This is an optimization exercise on Yosys and OpenROAD, whose aim is small area, a short achievable clock period and few clock cycles per item, not a production implementation.
At most, simulation tests tie the RTL to the original design; equivalence was not proved.
Function not checked in run 2: the RTL went through the layout flow alone.
Power is estimated from default activity; no workload was simulated.

--- flow/config.mk ---
export PLATFORM = sky130hd
export DESIGN_NAME = ooo_core
export DESIGN_NICKNAME = ooo_core
export VERILOG_FILES = /design/flow/design.v
export SDC_FILE = /design/flow/constraint.sdc
export NUM_CORES = 4
export LEC_CHECK = 0
export CAP_MARGIN = 20
export CORE_MARGIN = 2
export CORE_UTILIZATION = 25
export GPL_ROUTABILITY_DRIVEN = 1
export PLACE_DENSITY = 0.35
export SLEW_MARGIN = 20
--- flow/constraint.sdc ---
create_clock -name core_clock -period 12.0 [get_ports {clk}]
set_input_delay 2.4000 -clock core_clock [delete_from_list [all_inputs] [get_ports {clk}]]
set_output_delay 2.4000 -clock core_clock [all_outputs]
set_load 0.01 [all_outputs]
--- flow/design.v ---
`timescale 1ns/1ps
module ooo_regfile (
  input  logic        clk,
  input  logic        rst,
  input  logic        i_we,
  input  logic [4:0]  i_waddr,
  input  logic [31:0] i_wdata,
  input  logic [4:0]  i_raddr1,
  input  logic [4:0]  i_raddr2,
  output logic [31:0] o_rdata1,
  output logic [31:0] o_rdata2
);
  logic [31:0] regs [32];
  logic [31:0] wdata;
  assign wdata = i_wdata & {32{~rst}};
  always_ff @(posedge clk) begin
    for (int i = 1; i < 32; i++) begin
      if (rst || (i_we && i_waddr == 5'(i))) regs[i] <= wdata;
    end
  end
  always_comb begin
    o_rdata1 = '0;
    o_rdata2 = '0;
    for (int i = 1; i < 32; i++) begin
      if (i_raddr1 == 5'(i)) o_rdata1 = regs[i];
      if (i_raddr2 == 5'(i)) o_rdata2 = regs[i];
    end
  end
endmodule
`timescale 1ns/1ps
module ooo_alu (
  input  logic [2:0]  i_op,
  input  logic [31:0] i_a,
  input  logic [31:0] i_b,
  output logic [31:0] o_result
);
  logic        sub;
  logic [32:0] sum;
  logic        slt;
  assign sub = (i_op == 3'd1) || (i_op == 3'd7);
  assign sum = {1'b0, i_a} + {1'b0, i_b ^ {32{sub}}} + 33'(sub);
  assign slt = (i_a[31] ^ i_b[31]) ? i_a[31] : sum[31];
  always_comb begin
    case (i_op)
      3'd0, 3'd1: o_result = sum[31:0];
      3'd2:       o_result = i_a & i_b;
      3'd3:       o_result = i_a | i_b;
      3'd4:       o_result = i_a ^ i_b;
      3'd5:       o_result = i_a << i_b[4:0];
      3'd6:       o_result = i_a >> i_b[4:0];
      default:    o_result = {31'd0, slt};
    endcase
  end
endmodule
`timescale 1ns/1ps
module ooo_core (
  input  logic        clk,
  input  logic        rst,
  input  logic        i_valid,
  input  logic [4:0]  i_uop_rd,
  input  logic [4:0]  i_uop_rs1,
  input  logic [4:0]  i_uop_rs2,
  input  logic [2:0]  i_uop_op,
  input  logic        i_uop_use_imm,
  input  logic [31:0] i_uop_imm,
  output logic        o_ready,
  output logic        o_commit_valid,
  output logic [4:0]  o_commit_rd,
  output logic [31:0] o_commit_data
);
  assign o_ready = 1'b1;
  logic        i_v;
  logic [4:0]  i_rd, i_rs1, i_rs2;
  logic [2:0]  i_op;
  logic        i_imm_sel;
  logic [31:0] i_imm;
  logic        e_v;
  logic [4:0]  e_rd;
  logic [2:0]  e_op;
  logic [31:0] e_a, e_b;
  logic        c_v;
  logic [4:0]  c_rd;
  logic [31:0] c_data;
  always_ff @(posedge clk) begin
    i_rd      <= i_uop_rd;
    i_rs1     <= i_uop_rs1;
    i_rs2     <= i_uop_rs2;
    i_op      <= i_uop_op;
    i_imm_sel <= i_uop_use_imm;
    i_imm     <= i_uop_imm;
    if (rst) i_v <= 1'b0;
    else     i_v <= i_valid;
  end
  logic [31:0] rf_a, rf_b, alu_out;
  logic        e_w, c_w;
  logic [31:0] fwd_a, fwd_b;
  assign e_w = e_v && (e_rd != 5'd0);
  assign c_w = c_v && (c_rd != 5'd0);
  ooo_regfile regfile_i (
    .clk      (clk),
    .rst      (rst),
    .i_we     (c_w),
    .i_waddr  (c_rd),
    .i_wdata  (c_data),
    .i_raddr1 (i_rs1),
    .i_raddr2 (i_rs2),
    .o_rdata1 (rf_a),
    .o_rdata2 (rf_b)
  );
  always_comb begin
    if (e_w && e_rd == i_rs1)      fwd_a = alu_out;
    else if (c_w && c_rd == i_rs1) fwd_a = c_data;
    else                           fwd_a = rf_a;
    if (i_imm_sel)                 fwd_b = i_imm;
    else if (e_w && e_rd == i_rs2) fwd_b = alu_out;
    else if (c_w && c_rd == i_rs2) fwd_b = c_data;
    else                           fwd_b = rf_b;
  end
  always_ff @(posedge clk) begin
    e_rd <= i_rd;
    e_op <= i_op;
    e_a  <= fwd_a;
    e_b  <= fwd_b;
    if (rst) e_v <= 1'b0;
    else     e_v <= i_v;
  end
  ooo_alu alu_i (
    .i_op     (e_op),
    .i_a      (e_a),
    .i_b      (e_b),
    .o_result (alu_out)
  );
  always_ff @(posedge clk) begin
    c_rd   <= e_rd;
    c_data <= (e_rd == 5'd0) ? 32'd0 : alu_out;
    if (rst) c_v <= 1'b0;
    else     c_v <= e_v;
  end
  assign o_commit_valid = c_v;
  assign o_commit_rd    = c_rd;
  assign o_commit_data  = c_data;
endmodule
--- flow/run.sh ---
#!/bin/bash
# synth_recipe.tcl (not shown) runs the flow's synth.tcl, then flattens the netlist and writes it again
# the make line also repeats each setting of config.mk as NAME=value (left out here)
make -C /OpenROAD-flow-scripts/flow DESIGN_CONFIG=/design/flow/config.mk WORK_HOME=/design/flow/orfs CLKGATE_MAP_FILE= SYNTH_SCRIPT=/design/flow/synth_recipe.tcl finish
==> flow_summary_export.csv, run 1 <==
group,metric,value,unit
status,outcome,"complete, no violations",
yosys,synth_area_per_cell,11.61,sq um
global_routing,grt_pass1_wl,446.5,mm
layout,fillers,23937,
layout,nets,5345,
worst_setup_path,start_kind,"flip-flop",
die,die_w,488.6,um
die,row_count,177,
placement,gp_congestion,0.9543,
placement,hpwl,233.4,mm
yosys,netlist.area_leader.share,50.75,%
global_routing,grt_util_met1,36.74,%
clock_tree,post_cts_buffers,0,
clock_tree,cts_buffer_depth,3,
pwr,powerDensity,187.0,nW/um^2
layout,drive_gt1_share,15.47,%
sta,clock_skew,0.03755,ns
yosys,synth-edff-count,992,
clock_tree,cts_buffers,146,
yosys,async_flop_share,0,%
sta,maxSlewHeadroom,15.91,%
worst_setup_path,cp.arrival,6.24,ns
routing,route.detailed.drc,0,
worst_setup_path,critPathMaxFanout,33,
global_routing,antenna_found_initial,17,
yosys,synth.largest_area_cell,"edfxtp_1",
clock_tree,post_cts_resized,0,
job,max_cap_viol_count,0,
placement,io_buffers,91,
yosys,synth_warnings,4,
die,fp.coreArea,233000,sq um
clock_tree,clock_latency,0.83,ns
sta,hold_viol_final,0,
die,start_util,25.19,%
die,io_pins,93,
global_routing,gr-total-overflow,0,
yosys,synth_fp_nets,5205,
routing,drtIter0Drc,7096,
routing,drt_wl_total,332.9,mm
clock_tree,path_clk_slew,0.06,ns
routing,wl_per_cell,39.42,um
yosys,synth_cell_types,113,
clock_tree,cts.sinks,1155,
sta,finalSetupViolCount,0,
yosys,synth_area_leaders,"edfxtp_1, dfxtp_1, o22ai_1, a22oi_1, o21ai_0",
sta,worst_pin_slew,1.248,ns
global_routing,gr-usage-met3,5.190,%
global_routing,busiest_layer,"met2",
layout,area_delta_synth_final,17.83,%
die,die-area,238700,sq um
global_routing,grtUsageMet2,42.61,%
sta,fin_hold_ws,0.3248,ns
sta,setup_tns,0,ns
sta,min_period,5.496,ns
yosys,ys.flop_type,"edfxtp_1",
routing,vias,49773,
worst_setup_path,crit_path_end_kind,"flip-flop",
routing,routed_via_density,5.894,
sta,period_share,45.80,%
yosys,synth_cells,5055,
clock_tree,root_buffer,"clkbuf_16",
global_routing,grt_pass1_vias,47566,
clock_tree,cts-htree-levels,4,
clock_tree,cts_tree,"built",
pwr,leakagePower,0.02413,uW
worst_setup_path,crit_type,"flip-flop to flip-flop",
routing,drtPass1Iterations,8,
global_routing,grt_max_degree,60,
yosys,synth-seq-cells,1155,
worst_setup_path,required,12.75,ns
global_routing,grt_use_total,27.20,%
clock_tree,ctsHoldBuffers,0,
yosys,seq_area_frac_synth,56.31,%
sta,rsz0062_at_grt,"false",
hold_path,min_path_type,"flip-flop to flip-flop",
pwr,ir_drop,0.1592,mV
die,die_h,488.6,um
routing,ant_nets,0,
sta,slew_violations,0,
sta,fmax,0.1819,GHz
yosys,netlist_area,58700,sq um
## cell families after synthesis
| kind of cell | synth area share, % |
|---|---|
| AO/OA/AOI/OAI | 21.03 |
| AND/OR/NAND/NOR | 9.810 |
| flip-flops | 56.31 |
| buffers and inverters | 3.705 |
| multiplexers | 6.056 |
| adder cells (fa/ha/maj) | 2.059 |
| XOR/XNOR | 1.030 |
| other | 0.006389 |
## where the power goes
group,internal [uW],total [uW],switching [uW]
clock,2690,4560,1860
sequential,5120,5670,552
combinational,891,2710,1810
total,8700,12900,4230
## area by class of cell
type                    count  area, sq um  share of cell area (%)
repair buffers            366         2975                   4.302
diodes                      5        12.51                 0.01809
multi-input cells        3428        23990                   34.69
clock buffers             196         4051                   5.858
well taps                3132         3919                   5.666
inverters                  98        367.9                  0.5318
clock inverters            64        765.7                   1.107
flip-flops and latches   1155        33080                   47.83
## cell usage after synthesis, types with 19 or more instances
master	count
o21a_1	26
ha_1	95
o21bai_1	24
buf_2	139
a21oi_1	292
a21o_1	35
mux4_2	68
a211oi_1	49
nand2b_1	21
o21ai_0	314
a22oi_1	215
nand3_1	84
inv_1	94
a22o_1	19
o21ai_1	20
o22ai_1	280
nand2_1	305
nor3_1	82
mux2i_1	129
o211ai_1	49
xnor2_1	56
a221o_1	23
dfxtp_1	163
or3_1	23
o22a_1	20
o221ai_1	70
o2111ai_1	24
clkbuf_1	168
buf_4	31
buf_1	22
mux2_2	65
a222oi_1	28
a221oi_1	101
nor4_1	45
and3_1	25
a31oi_1	49
edfxtp_1	992
nand4_1	37
nor2b_1	74
nor2_1	394
## stage by stage
step / setup WS [ns] / power, uW / cells / util [%] / instance area, sq um
floorplan: 7.819 / 6908 / 5055 / - / 58700
global placement: 6.681 / 8397 / 8178 / 27.59 / 64290
detailed placement: 6.632 / 8371 / 8179 / 27.61 / 64320
CTS: 6.586 / 12930 / 8439 / 29.67 / 69140
global route: 6.579 / 13310 / 8440 / 29.68 / 69160
finish: 6.504 / 12930 / 8444 / 29.69 / 69170
## cells in the final DEF (no fill, tap or decap), drive strengths merged, types with 19 or more instances in the layout
cell and count:
a2111oi 20, a211oi 50, a21o 35, a21oi 295
a221o 23, a221oi 106, a222oi 28, a22o 19
a22oi 216, a31oi 51, and3 25, buf 275
clkbuf 196, clkdlybuf4s50 90, clkinv 44, dfxtp 163
edfxtp 992, ha 95, inv 103, mux2 65
mux2i 129, mux4 68, nand2 310, nand2b 21
nand3 84, nand4 37, nor2 416, nor2b 74
nor3 86, nor4 45, o2111ai 24, o211ai 49
o21a 26, o21ai 336, o21bai 25, o221ai 71
o22a 20, o22ai 281, or3 24, xnor2 56
## final timing paths
kind              slack (ns)      from  endpoint  cells after the start
setup / recovery        6.50  i_rs1[1]   e_a[27]                     10
setup reg to reg        6.50  i_rs1[1]   e_a[27]                     10
hold reg to reg         0.32   i_rd[0]   e_rd[0]                      0
hold / removal          0.32   i_rd[0]   e_rd[0]                      0
## worst max-delay path, stage by stage (launching register included)
cell      delay [ns]
dfxtp_4         0.74
nor2b_4         0.87
buf_4           0.62
o21ai_0         0.44
nand2_1         0.30
a221oi_1        0.10
o21ai_0         0.99
a21oi_1         0.39
nor4_1          0.52
o22ai_1         0.17
mux2i_1         0.15
## state kept, by name, indices dropped and copies added, names as in the netlist, 3 cells and up
register and flops:
c_data 32, c_rd 5, e_a 32, e_b 32, e_op 3, e_rd 5
i_imm 32, i_op 3, i_rd 5, i_rs1 5, i_rs2 5, regfile_i.regs 992
## layer usage
layer | wire length [um] | part of all wire [%]
met1 | 141500 | 43
met2 | 149600 | 45
met3 | 26810 | 8.1
met4 | 14900 | 4.5
met5 | 46 | 0.014
Testbench counts, summed over its fixed seeds: cycles 6,424, items 6,400.
==> run 2: changes to the inputs <==
--- a/flow/design.v
+++ b/flow/design.v
@@ -3,3 +3,3 @@
   input  logic        clk,
-  input  logic        rst,
+  input  logic        i_clr,
   input  logic        i_we,
@@ -14,6 +14,13 @@
   logic [31:0] wdata;
-  assign wdata = i_wdata & {32{~rst}};
+  assign wdata = i_wdata & {32{~i_clr}};
   always_ff @(posedge clk) begin
     for (int i = 1; i < 32; i++) begin
-      if (rst || (i_we && i_waddr == 5'(i))) regs[i] <= wdata;
+      if (i_clr || (i_we && i_waddr == 5'(i))) regs[i] <= wdata;
+    end
+  end
+  logic [31:0] sel1, sel2;
+  always_comb begin
+    for (int i = 0; i < 32; i++) begin
+      sel1[i] = (i_raddr1 == 5'(i)) && (i != 0);
+      sel2[i] = (i_raddr2 == 5'(i)) && (i != 0);
     end
@@ -24,4 +31,4 @@
     for (int i = 1; i < 32; i++) begin
-      if (i_raddr1 == 5'(i)) o_rdata1 = regs[i];
-      if (i_raddr2 == 5'(i)) o_rdata2 = regs[i];
+      o_rdata1 = o_rdata1 | (regs[i] & {32{sel1[i]}});
+      o_rdata2 = o_rdata2 | (regs[i] & {32{sel2[i]}});
     end
@@ -31,3 +38,4 @@
 module ooo_alu (
-  input  logic [2:0]  i_op,
+  input  logic        i_sub,
+  input  logic [6:0]  i_sel,
   input  logic [31:0] i_a,
@@ -36,19 +44,15 @@
 );
-  logic        sub;
-  logic [32:0] sum;
+  logic [31:0] bx;
+  logic [31:0] sum;
   logic        slt;
-  assign sub = (i_op == 3'd1) || (i_op == 3'd7);
-  assign sum = {1'b0, i_a} + {1'b0, i_b ^ {32{sub}}} + 33'(sub);
+  assign bx  = i_b ^ {32{i_sub}};
+  assign sum = i_a + bx + 32'(i_sub);
   assign slt = (i_a[31] ^ i_b[31]) ? i_a[31] : sum[31];
-  always_comb begin
-    case (i_op)
-      3'd0, 3'd1: o_result = sum[31:0];
-      3'd2:       o_result = i_a & i_b;
-      3'd3:       o_result = i_a | i_b;
-      3'd4:       o_result = i_a ^ i_b;
-      3'd5:       o_result = i_a << i_b[4:0];
-      3'd6:       o_result = i_a >> i_b[4:0];
-      default:    o_result = {31'd0, slt};
-    endcase
-  end
+  assign o_result = ({32{i_sel[0]}} & sum)
+                  | ({32{i_sel[1]}} & (i_a & i_b))
+                  | ({32{i_sel[2]}} & (i_a | i_b))
+                  | ({32{i_sel[3]}} & (i_a ^ i_b))
+                  | ({32{i_sel[4]}} & (i_a << i_b[4:0]))
+                  | ({32{i_sel[5]}} & (i_a >> i_b[4:0]))
+                  | {31'd0, i_sel[6] & slt};
 endmodule
@@ -78,3 +82,4 @@
   logic [4:0]  e_rd;
-  logic [2:0]  e_op;
+  logic        e_sub;
+  logic [6:0]  e_sel;
   logic [31:0] e_a, e_b;
@@ -93,2 +98,4 @@
   end
+  logic        rst_q;
+  always_ff @(posedge clk) rst_q <= rst;
   logic [31:0] rf_a, rf_b, alu_out;
@@ -100,3 +107,3 @@
     .clk      (clk),
-    .rst      (rst),
+    .i_clr    (rst_q),
     .i_we     (c_w),
@@ -120,3 +127,5 @@
     e_rd <= i_rd;
-    e_op <= i_op;
+    e_sub <= (i_op == 3'd1) || (i_op == 3'd7);
+    e_sel <= {i_op == 3'd7, i_op == 3'd6, i_op == 3'd5, i_op == 3'd4,
+              i_op == 3'd3, i_op == 3'd2, i_op[2:1] == 2'd0};
     e_a  <= fwd_a;
@@ -127,3 +136,4 @@
   ooo_alu alu_i (
-    .i_op     (e_op),
+    .i_sub    (e_sub),
+    .i_sel    (e_sel),
     .i_a      (e_a),
==> run 2 against run 1 <==
Clock-buffer cell count down 24. First-iteration DRC count rose by 23%. Cell count down 13%. Clock skew fell by 0.0053 ns. Synthesized area fell by 8.5%. Via count shrank 8.2%. Setup slack improved by 0.63 ns. Core utilization up 0.19 points. Die area down 8.4%. Critical path depth shrank 9. Global-route usage up 2.2 points. Final area down 7.5%. Largest cell class unchanged. Highest routed layer unchanged.
==> flow_summary_export.csv, run 2 <==
group,metric,value,unit
clock_tree,root_buffer,"clkbuf_16",
pwr,powerDensity,192.8,nW/um^2
yosys,netlist_top_cells_count,"edfxtp_1, a22oi_1, nand2_1",
worst_setup_path,rrSetupSlack,7.17,ns
yosys,ys.flop_type,"edfxtp_1",
worst_setup_path,crit_family,"flip-flops",
sta,maxSlewHeadroom,12.89,%
sta,hold_viol_final,0,
worst_setup_path,timing.rr.start,"e_b[0]",
sta,min_period,4.869,ns
worst_setup_path,critPathLaunch,"c_data[21]",
yosys,netlist_area,53730,sq um
placement,place_area,59400,sq um
clock_tree,cts-htree-levels,4,
pwr,ir_drop,0.09615,mV
routing,wl_per_cell,45.21,um
yosys,synth-edff-count,992,
global_routing,grt_pass1_vias,43772,
placement,hpwl,197.4,mm
worst_setup_path,slowest_stage,"dfxtp_1",
clock_tree,post_cts_resized,0,
die,die_w,467.6,um
global_routing,grt_max_degree,65,
sta,worst_pin_slew,1.297,ns
layout,nets,4499,
layout,drive_gt1_share,14.31,%
die,start_util,25.09,%
worst_setup_path,crit_path_end_kind,"output port",
sta,fmax,0.2054,GHz
worst_setup_path,start_kind,"flip-flop",
yosys,async_flop_share,0,%
yosys,synth_fp_nets,4379,
sta,fin_hold_ws,0.3291,ns
clock_tree,cts_buffer_depth,3,
sta,setup_tns,0,ns
yosys,yosysMostFrequentCell,"edfxtp_1",
layout,final_common_cell,"edfxtp_1",
sta,period_share,40.58,%
layout,fin_area,63990,sq um
global_routing,gr-total-overflow,0,
die,row_count,170,
yosys,synth_area_leaders,"edfxtp_1, a22oi_1, dfxtp_1, ha_1, mux4_2",
layout,largest_reg_flops,992,
hold_path,min_path_type,"flip-flop to flip-flop",
worst_setup_path,crit_type,"flip-flop to output port",
die,io_pins,93,
clock_tree,path_clk_slew,0.06,ns
worst_setup_path,cp.depth,1,
clock_tree,cts_tree,"built",
layout,mostFrequentLayoutCells,"edfxtp_1, a22oi_1, nand2_1, nor2_1, buf_4",
layout,utilization,29.87,%
worst_setup_path,critPathMaxFanout,4,
placement,gp_congestion,0.9342,
routing,drtIter0Drc,8738,
clock_tree,ctsHoldBuffers,0,
layout,area_delta_synth_final,19.08,%
sta,finalSetupViolCount,0,
job,max_cap_viol_count,0,
routing,vias,45711,
clock_tree,cts.sinks,1161,
worst_setup_path,endpoint,"o_commit_data[21]",
placement,io_buffers,91,
yosys,synth-seq-cells,1161,
clock_tree,clock_latency,0.81,ns
worst_setup_path,timing.rr.end,"e_b[26]",
global_routing,grt_pass1_wl,428.9,mm
status,outcome,"complete, no violations",
worst_setup_path,path_cells,"clkdlybuf4s50_1",
yosys,netlist.area_leader.share,55.44,%
die,fp.coreArea,214200,sq um
placement,pre_cts_ws,7.211,ns
routing,drtPass1Iterations,10,
worst_setup_path,cp.arrival,2.47,ns
yosys,synth_warnings,3,
layout,seq_area,33190,sq um
yosys,synth_area_per_cell,12.71,sq um
yosys,synth.largest_area_cell,"edfxtp_1",
routing,drt_wl_total,330.2,mm
clock_tree,post_cts_buffers,0,
sta,slew_violations,0,
die,die_h,467.6,um
routing,routed_via_density,6.257,
die,die-area,218700,sq um
sta,fin_ws,7.131,ns
layout,top_register,"regfile_i.regs",
sta,clock_skew,0.03223,ns
routing,route.detailed.drc,0,
sta,rsz0062_at_grt,"false",
yosys,synth_cells,4229,
yosys,seq_area_frac_synth,61.73,%
global_routing,grt_use_total,29.36,%
worst_setup_path,path_buf_inv,1,
worst_setup_path,required,9.60,ns
layout,fillers,21521,
worst_setup_path,reg2reg_depth,12,
yosys,synth_cell_types,87,
pwr,leakagePower,0.02254,uW
global_routing,antenna_found_initial,21,
worst_setup_path,cpPeakStageDelay,0.93,ns
clock_tree,cts_buffers,138,
hold_path,hp-start,"i_rd[3]",
routing,ant_nets,0,
layout,multi_input_area,19880,sq um
==> run 2: cell types whose count changed in the layout (fill, tap and decap cells not counted), moves of 38 or more <==
| cell | delta |
|---|---|
| nor2_4 | +47 |
| buf_4 | -77 |
| nor2_1 | -175 |
| o22ai_1 | -269 |
| a222oi_1 | +66 |
| o21ai_0 | -224 |
| nand4_1 | +49 |
| mux2_2 | -48 |
| mux2i_1 | -95 |
| a22oi_1 | +456 |
| xor2_1 | +38 |
| o221ai_1 | -66 |
| a22o_1 | +100 |
| a21oi_1 | -200 |
==> run 2: layout make-up <==
class | count | share of cell area (%)
antenna | 8 | 0.03129
clock buffer | 172 | 5.810
clock inverter | 78 | 1.167
inverter | 109 | 0.6414
multi-input combinational | 2647 | 31.07
sequential | 1161 | 51.86
tap | 2838 | 5.549
timing repair buffer | 292 | 3.864
==> run 2: logic make-up after synthesis <==
kind of cell	after synthesis	synth area share (%)
AO/OA/AOI/OAI	1429	20.33
XOR/XNOR	70	1.141
adder cells (fa/ha/maj)	96	2.249
buffers and inverters	421	3.111
flip-flops	1161	61.73
multiplexers	105	3.183
other	1	0.006979
AND/OR/NAND/NOR	946	8.241
==> run 2: routing by layer <==
| layer | GRT usage (%) | up-vias | part of all wire [%] |
|---|---|---|---|
| met5 | 0 | - | 0.084 |
| met2 | 44.88 | 3681 | 44 |
| met3 | 9.215 | 974 | 11 |
| li1 | - | 17449 | - |
| met1 | 37.34 | 23595 | 39 |
| met4 | 14.58 | 12 | 5.8 |
==> run 2: per-stage QoR <==
step | cells | total power (uW)
2_1_floorplan | 4229 | 6678
3_3_place_gp | 7043 | 8081
3_5_place_dp | 7047 | 8037
4_1_cts | 7297 | 12290
5_1_grt | 7300 | 12680
6_report | 7305 | 12340
==> run 2: worst register-to-register path: cells and delay by family (launching register included) <==
kind                     cells  cell delay (ns)
adder cells (fa/ha/maj)      1             0.49
multiplexers                 1             0.33
AND/OR/NAND/NOR              1             0.17
XOR/XNOR                     1             0.13
flip-flops                   1             0.57
AO/OA/AOI/OAI                7             2.29
buffers and inverters        1             0.75
==> run 2: report_power, final <==
part | internal [uW] | switching [uW]
Clock | 2400 | 1870
Combinational | 727 | 1550
Sequential | 5150 | 646
==> run 2: worst min-delay path by stage <==
stage                     endpoint  depth (start not counted)
final                      e_rd[3]                          0
after global routing       e_rd[2]                          0
after CTS                  e_rd[1]                          0
after detailed placement   e_rd[3]                          0
after global placement     e_rd[2]                          0
after floorplan            e_rd[0]                          0

==> afterwards: timing with drivers on the ports <==
No port has a modelled driver above. Below, the same layouts with a new extraction and two added sets of constraints. Step 1, drivers: a clkbuf_16 drives clk and a buf_2 each remaining input, both assumed. Step 2, shift: input delay + t, output delay - t, t = (earliest + latest rising clock arrival at the registers) / 2. This alone moves slack from input paths to output paths. a / b / c = no drivers / after step 1 / after step 2; a / b = the first two.
run | shift t [ns] | slack for setup (ns) | slew at the worst register clock pin (ns) | worst data-port slew with drivers (ns) | pins driven straight from the clock port
run 1 | 0.906 | 6.504 / 6.504 / 6.504 | 0.06 / 0.06 | 0.12 | 1
run 2 | 0.893 | 7.131 / 7.037 / 7.165 | 0.07 / 0.07 | 0.12 | 1
After both steps every run listed still meets setup and hold.
